Background: an optimization exercise with open tools, aiming at small area and a short achievable clock period. Do not read the settings as production practice. Function was checked by simulation only, so behaviour that the tests miss may differ from the original. Power figures rest on the tool's default switching activity, not on a simulated workload.

==> flow/design.v <==
module ingress_queue #(
	parameter int DEPTH  = 8,
	parameter int CTRL_W = 8,
	parameter int DATA_W = 16,
	parameter int PORTS  = 4,
	parameter int DEST_W = 2
) (
	input  logic                     clk,
	input  logic                     rst,
	input  logic                     wr_en,
	input  logic [CTRL_W-1:0]        din_ctrl,
	input  logic [DATA_W-1:0]        din_data,
	input  logic                     rd_en,
	output logic [CTRL_W+DATA_W-1:0] dout,
	output logic [PORTS-1:0]         req,
	output logic [PORTS-1:0]         req_nx,
	output logic                     full
);
	localparam int W = CTRL_W + DATA_W;
	localparam int R = DEPTH - 1;  
	logic [W-1:0]     head;
	logic [W-1:0]     mem [R];
	logic [R-1:0]     wptr;
	logic [R-1:0]     rptr;
	logic [R-1:0]     wptr_nx;
	logic [R-1:0]     rptr_nx;
	logic             mem_ne;    
	logic             push;
	logic             pop;
	logic             ne;
	logic             mem_wr;
	logic             mem_rd;
	logic             head_ld;
	logic             mem_last;
	logic             mem_afull;
	logic [W-1:0]     din;
	logic [W-1:0]     mem_head;
	logic [PORTS-1:0] req_in;
	logic [PORTS-1:0] req_mem;
	assign din     = {din_ctrl, din_data};
	assign wptr_nx = {wptr[R-2:0], wptr[R-1]};
	assign rptr_nx = {rptr[R-2:0], rptr[R-1]};
	assign push   = wr_en && !full;
	assign pop    = rd_en;
	assign ne     = |req;
	assign head_ld = pop || !ne;
	assign mem_wr = push && ne && (mem_ne || !pop);
	assign mem_rd = pop && mem_ne;
	assign mem_last  = |(rptr_nx & wptr);
	assign mem_afull = |(wptr_nx & rptr);
	always_comb begin
		mem_head = '0;
		for (int k = 0; k < R; k++) begin
			mem_head = mem_head | ({W{rptr[k]}} & mem[k]);
		end
	end
	always_comb begin
		req_in  = '0;
		req_mem = '0;
		req_in[din_ctrl[DEST_W-1:0]]             = push;
		req_mem[mem_head[DATA_W +: DEST_W]]      = 1'b1;
	end
	assign dout = head;
	assign req_nx = head_ld ? (mem_ne ? req_mem : req_in) : req;
	always_ff @(posedge clk) begin
		if (head_ld) begin
			head <= mem_ne ? mem_head : din;
		end
		for (int k = 0; k < R; k++) begin
			if (push && wptr[k]) begin
				mem[k] <= din;
			end
		end
	end
	always_ff @(posedge clk or negedge rst) begin
		if (!rst) begin
			wptr   <= R'(1);
			rptr   <= R'(1);
			mem_ne <= 1'b0;
			full   <= 1'b0;
			req    <= '0;
		end else begin
			if (mem_wr) begin
				wptr <= wptr_nx;
			end
			if (mem_rd) begin
				rptr <= rptr_nx;
			end
			mem_ne <= mem_wr || (mem_ne && !(mem_rd && mem_last));
			full   <= (full && !mem_rd) || (mem_wr && !mem_rd && mem_afull);
			req <= req_nx;
		end
	end
endmodule
module port_scheduler #(
	parameter int PORTS = 4
) (
	input  logic                   clk,
	input  logic                   rst,
	input  logic [PORTS*PORTS-1:0] req_nx,  
	output logic [PORTS*PORTS-1:0] grant,   
	output logic [PORTS-1:0]       grant_valid,
	output logic [PORTS-1:0]       rd_en
);
	logic [PORTS*PORTS-1:0] seen;      
	logic [PORTS*PORTS-1:0] grant_nx;
	logic [PORTS-1:0]       valid_nx;
	always_comb begin
		for (int o = 0; o < PORTS; o++) begin
			seen[o*PORTS] = 1'b0;
			for (int i = 1; i < PORTS; i++) begin
				seen[o*PORTS + i] = seen[o*PORTS + i - 1] | req_nx[(i-1)*PORTS + o];
			end
			for (int i = 0; i < PORTS; i++) begin
				grant_nx[o*PORTS + i] = req_nx[i*PORTS + o] & ~seen[o*PORTS + i];
			end
			valid_nx[o] = seen[o*PORTS + PORTS - 1] | req_nx[(PORTS-1)*PORTS + o];
		end
	end
	always_ff @(posedge clk or negedge rst) begin
		if (!rst) begin
			grant       <= '0;
			grant_valid <= '0;
		end else begin
			grant       <= grant_nx;
			grant_valid <= valid_nx;
		end
	end
	always_comb begin
		for (int i = 0; i < PORTS; i++) begin
			rd_en[i] = 1'b0;
			for (int o = 0; o < PORTS; o++) begin
				rd_en[i] = rd_en[i] | grant[o*PORTS + i];
			end
		end
	end
endmodule
module crossbar_switch #(
	parameter int PORTS  = 4,
	parameter int CTRL_W = 8,
	parameter int DATA_W = 16
) (
	input  logic                             clk,
	input  logic                             rst,
	input  logic [PORTS*(CTRL_W+DATA_W)-1:0] head,
	input  logic [PORTS*PORTS-1:0]           grant,
	input  logic [PORTS-1:0]                 grant_valid,
	output logic [PORTS-1:0]                 out_wr,
	output logic [PORTS*(CTRL_W+DATA_W)-1:0] out_cell
);
	localparam int W = CTRL_W + DATA_W;
	logic [PORTS*W-1:0] sel;
	always_comb begin
		for (int o = 0; o < PORTS; o++) begin
			sel[o*W +: W] = {W{!grant_valid[o]}} & out_cell[o*W +: W];
			for (int i = 0; i < PORTS; i++) begin
				sel[o*W +: W] = sel[o*W +: W] | ({W{grant[o*PORTS + i]}} & head[i*W +: W]);
			end
		end
	end
	always_ff @(posedge clk or negedge rst) begin
		if (!rst) begin
			out_wr   <= '0;
			out_cell <= '0;
		end else begin
			out_wr   <= grant_valid;
			out_cell <= sel;
		end
	end
endmodule
module xbar_top (
	input  logic                    clk,
	input  logic                    rst,
	input  logic                    in_valid0,
	input  logic [8-1:0] in_ctrl0,
	input  logic [16-1:0] in_data0,
	input  logic                    in_valid1,
	input  logic [8-1:0] in_ctrl1,
	input  logic [16-1:0] in_data1,
	input  logic                    in_valid2,
	input  logic [8-1:0] in_ctrl2,
	input  logic [16-1:0] in_data2,
	input  logic                    in_valid3,
	input  logic [8-1:0] in_ctrl3,
	input  logic [16-1:0] in_data3,
	output logic                    in_full0,
	output logic                    in_full1,
	output logic                    in_full2,
	output logic                    in_full3,
	output logic                    out_wr0,
	output logic [8-1:0] out_ctrl0,
	output logic [16-1:0] out_data0,
	output logic                    out_wr1,
	output logic [8-1:0] out_ctrl1,
	output logic [16-1:0] out_data1,
	output logic                    out_wr2,
	output logic [8-1:0] out_ctrl2,
	output logic [16-1:0] out_data2,
	output logic                    out_wr3,
	output logic [8-1:0] out_ctrl3,
	output logic [16-1:0] out_data3
);
	localparam int P  = 4;
	localparam int CW = 8;
	localparam int DW = 16;
	localparam int W  = CW + DW;
	logic [P-1:0]   in_valid;
	logic [P-1:0]   in_full;
	logic [P*CW-1:0] in_ctrl;
	logic [P*DW-1:0] in_data;
	logic [P*W-1:0] head;
	logic [P*P-1:0] req;
	logic [P*P-1:0] req_nx;
	logic [P*P-1:0] grant;
	logic [P-1:0]   grant_valid;
	logic [P-1:0]   rd_en;
	logic [P-1:0]   out_wr;
	logic [P*W-1:0] out_cell;
	assign in_valid = {in_valid3, in_valid2, in_valid1, in_valid0};
	assign in_ctrl  = {in_ctrl3, in_ctrl2, in_ctrl1, in_ctrl0};
	assign in_data  = {in_data3, in_data2, in_data1, in_data0};
	assign {in_full3, in_full2, in_full1, in_full0} = in_full;
	assign {out_wr3, out_wr2, out_wr1, out_wr0}     = out_wr;
	assign {out_ctrl3, out_data3} = out_cell[3*W +: W];
	assign {out_ctrl2, out_data2} = out_cell[2*W +: W];
	assign {out_ctrl1, out_data1} = out_cell[1*W +: W];
	assign {out_ctrl0, out_data0} = out_cell[0*W +: W];
	for (genvar i = 0; i < P; i++) begin : g_queue
		ingress_queue u_queue (
			.clk      (clk),
			.rst      (rst),
			.wr_en    (in_valid[i]),
			.din_ctrl (in_ctrl[i*CW +: CW]),
			.din_data (in_data[i*DW +: DW]),
			.rd_en    (rd_en[i]),
			.dout     (head[i*W +: W]),
			.req      (req[i*P +: P]),
			.req_nx   (req_nx[i*P +: P]),
			.full     (in_full[i])
		);
	end
	port_scheduler u_sched (
		.clk         (clk),
		.rst         (rst),
		.req_nx      (req_nx),
		.grant       (grant),
		.grant_valid (grant_valid),
		.rd_en       (rd_en)
	);
	crossbar_switch u_switch (
		.clk         (clk),
		.rst         (rst),
		.head        (head),
		.grant       (grant),
		.grant_valid (grant_valid),
		.out_wr      (out_wr),
		.out_cell    (out_cell)
	);
endmodule
==> flow/config.mk <==
export PLATFORM = sky130hd
export DESIGN_NAME = xbar_top
export DESIGN_NICKNAME = xbar_top
export VERILOG_FILES = /design/flow/design.v
export SDC_FILE = /design/flow/constraint.sdc
export NUM_CORES = 4
export LEC_CHECK = 0
export ABC_CLOCK_PERIOD_IN_PS = 2000
export CAP_MARGIN = 20
export CORE_MARGIN = 2
export CORE_UTILIZATION = 60
export CTS_CLUSTER_DIAMETER = 80
export CTS_CLUSTER_SIZE = 25
export PLACE_DENSITY = 0.7
export SETUP_SLACK_MARGIN = 2.0
export SLEW_MARGIN = 20
==> flow/constraint.sdc <==
create_clock -name core_clock -period 4.0 [get_ports {clk}]
set_input_delay 0.8000 -clock core_clock [delete_from_list [all_inputs] [get_ports {clk}]]
set_output_delay 0.8000 -clock core_clock [all_outputs]
set_load 0.01 [all_outputs]
standard.sh (not shown) runs the stock make flow with config.mk's settings and CLKGATE_MAP_FILE= SYNTH_SCRIPT=/design/flow/synth_recipe.tcl, a recipe that flattens the netlist after the stock synthesis.
==> flow/flow/run.sh <==
#!/bin/bash
# Own layout flow: the standard flow (standard synthesis unchanged), with
#  - the port buffers made from plain buf_2 cells instead of the delay buffer
#    that buffer_ports picks on its own;
#  - clock tree synthesis without dummy loads.
# Every tool's output goes to the ORFS logs under orfs/logs/, and make's own
# output to flow_make.log in the work folder.
set -euo pipefail
export BUFFER_PORTS_ARGS="-buffer_cell sky130_fd_sc_hd__buf_2"
export CTS_ARGS="-sink_clustering_enable -repair_clock_nets -sink_clustering_size 25 -sink_clustering_max_diameter 80 -dont_use_dummy_load"
bash standard.sh finish > flow_make.log 2>&1
Rerun with:
SETUP_SLACK_MARGIN = 1.95   (was 2.0)
TNS_END_PERCENT = 30   (was unset)
What happened: Maximum frequency falls by 4.5%; utilization falls by 1.9 points; flip-flop and latch count is unchanged; setup slack got worse by 0.10 ns; power falls by 3.3%; clock-buffer cell count rises by 1.

## afterwards: timing with drivers on the ports
How much do the figures lean on ideal ports? The routed layouts below were timed once more, with nothing changed but the port constraints. Step 1 assumes that a clkbuf_16 drives the clock port and a buf_2 every other input. Step 2 adds t to the input delays and takes it off the output delays; t is the mean of the earliest and latest rising clock arrival at the registers after step 1. Input paths then give back, and output paths get back, about the clock's delay inside the block. Three values: no drivers, after step 1, after step 2; two values: the first two.
run | t, ns | slack for setup (ns) | hold WS [ns] | slew at the worst register clock pin (ns)
the first run | 0.677 | 1.869 / 1.822 / 1.214 | 0.253 / 0.229 / 0.384 | 0.11 / 0.11
the second run | 0.649 | 1.770 / 1.770 / 1.158 | 0.190 / 0.167 / 0.377 | 0.10 / 0.10
After both steps setup and hold are still met in every run listed. The setup slack of the first run, which loses most, moves by -0.047 ns with the drivers and by -0.655 ns with both steps.
